This design comes from an exercise in tuning for small area on the open sky130 flow, not from production work.
The RTL was checked by simulation tests, not by an equivalence proof against the original design.
The clock port is modelled as an ideal driver; clocking choices that lean on that would not hold on a real chip.
Power is estimated from default activity; no workload was simulated.

## zinc
## f2h_stream
module f2h_stream (
	input  wire         pll0_clock0,
	input  wire         master_reset_n,
	input  wire         apb_psel,
	input  wire         apb_penable,
	input  wire         apb_pwrite,
	input  wire [3:0]   apb_paddr,
	input  wire [31:0]  apb_pwdata,
	input  wire         aw_ready,
	input  wire         w_ready,
	input  wire [7:0]   b_id,
	input  wire [1:0]   b_resp,
	input  wire         b_valid,
	output logic [31:0] apb_prdata,
	output logic        apb_pready,
	output logic        apb_pslverr,
	output logic [7:0]  aw_id,
	output logic [31:0] aw_addr,
	output logic [3:0]  aw_len,
	output logic [2:0]  aw_size,
	output logic [1:0]  aw_burst,
	output logic [1:0]  aw_lock,
	output logic [3:0]  aw_cache,
	output logic [2:0]  aw_prot,
	output logic [4:0]  aw_user,
	output logic        aw_valid,
	output logic [7:0]  w_id,
	output logic [31:0] w_data,
	output logic [3:0]  w_strb,
	output logic        w_last,
	output logic        w_valid,
	output logic        b_ready,
	output logic        irq
);
Size in the first run: roughly 570 cells after synthesis, about 140 flip-flops, about 6500 um2 of cells after synthesis.
export LEC_CHECK = 0
export CAP_MARGIN = 20
export CORE_MARGIN = 2
export CORE_UTILIZATION = 40
export SLEW_MARGIN = 20
create_clock -name core_clock -period 8.0 [get_ports {pll0_clock0}]
standard.sh (not shown) runs the stock make flow with config.mk's settings and CLKGATE_MAP_FILE= SYNTH_SCRIPT=/design/flow/synth_recipe.tcl, a recipe that flattens the netlist after the stock synthesis.
==> flow/flow/run.sh <==
#!/bin/bash
# Own layout flow: the standard synthesis unchanged, then the
# standard ORFS steps with three changes to how the layout is made:
#  - port buffers use the smallest buffer cell (buf_1),
#  - constant outputs keep synthesis's single tie cell per value
#    instead of one tie cell per port,
#  - clock tree: a clkbuf_16 root and clkbuf_4 branches, no dummy loads.
set -euo pipefail
bash standard.sh synth > synth.log 2>&1
bash standard.sh \
	"BUFFER_PORTS_ARGS=-buffer_cell sky130_fd_sc_hd__buf_1" \
	SKIP_REPAIR_TIE_FANOUT=1 \
	"CTS_ARGS=-sink_clustering_enable -repair_clock_nets -dont_use_dummy_load -root_buf sky130_fd_sc_hd__clkbuf_16 -buf_list sky130_fd_sc_hd__clkbuf_4" \
	finish > layout.log 2>&1
What willow does differently from zinc at the input level:
==> flow/flow/run.sh <==
#!/bin/bash
# Own layout flow: the standard synthesis unchanged, then the
# standard ORFS steps with these changes to how the layout is made:
#  - port buffers use the smallest buffer cell (buf_1),
#  - constant outputs keep synthesis's single tie cell per value
#    instead of one tie cell per port,
#  - clock tree: a clkbuf_16 root and clkbuf_4 branches, no dummy loads;
#    after CTS, branches whose clock pins see a slow slew become
#    clkbuf_8 (flow/post_cts.tcl).
set -euo pipefail
bash standard.sh synth > synth.log 2>&1
bash standard.sh \
	"BUFFER_PORTS_ARGS=-buffer_cell sky130_fd_sc_hd__buf_1" \
	SKIP_REPAIR_TIE_FANOUT=1 \
	"CTS_ARGS=-sink_clustering_enable -repair_clock_nets -dont_use_dummy_load -root_buf sky130_fd_sc_hd__clkbuf_16 -buf_list sky130_fd_sc_hd__clkbuf_4" \
	"POST_CTS_TCL=$PWD/flow/post_cts.tcl" \
	finish > layout.log 2>&1
==> flow/flow/post_cts.tcl (new file) <==
# Upsize the clock tree's clkbuf_4 branch buffers whose flip-flop clock
# pins see a slow slew, then legalize the placement again.
estimate_parasitics -placement
set upsized 0
foreach inst [get_cells -filter "ref_name == sky130_fd_sc_hd__clkbuf_4"] {
  set net [get_nets -of_objects [get_pins [get_name $inst]/X]]
  set worst 0
  foreach pin [get_pins -of_objects $net -filter "direction == input"] {
    foreach edge {rise fall} {
      set s [get_property $pin slew_max_$edge]
      if {$s > $worst} { set worst $s }
    }
  }
  if {$worst > 0.100} {
    puts "upsize [get_name $inst]: clock pin slew [format %.3f $worst]"
    replace_cell $inst sky130_fd_sc_hd__clkbuf_8
    incr upsized
  }
}
puts "Upsized $upsized clock buffers"
if {$upsized > 0} {
  detailed_placement
  check_placement -verbose
}
==> comparison <==
- As of willow, via count had risen slightly compared to zinc.
- Compared willow against zinc; number of global-route vias before repair within noise.
- Going from zinc to willow, cell-internal power went up by 3.9%; overall global routing resource usage was more or less identical; wire length on met3 went down by about 8%; total length of routed wires was more or less identical; number of cells after detailed placement was more or less identical.
- zinc → willow: placement-stage worst setup slack was more or less identical; wire length of the first global-routing pass neither gained nor lost much; utilization moved up.

## afterwards: timing with drivers on the ports
In the flow no input, the clock included, has a driving cell. The finished layouts below were timed again as built, in two steps.
Step 1 (the two cells are an assumption about what drives the block):
set clk [get_ports {pll0_clock0}]
set_driving_cell -lib_cell sky130_fd_sc_hd__clkbuf_16 $clk
set_driving_cell -lib_cell sky130_fd_sc_hd__buf_2 [delete_from_list [all_inputs] $clk]
Step 2 adds t to the input delays and takes it off the output delays; t is the mean of the earliest and latest rising clock arrival at the registers after step 1. Input paths then give back, and output paths get back, about the clock's delay inside the block.
Slacks: no drivers / after step 1 / after step 2; pairs: no drivers / after step 1.
run	t, ns	setup slack, ns	worst register clock-pin slew, ns
zinc	0.393	0.754 / 0.754 / 0.754	0.12 / 0.12
willow	0.391	0.756 / 0.756 / 0.756	0.10 / 0.10
After both steps setup and hold are still met in every run listed.
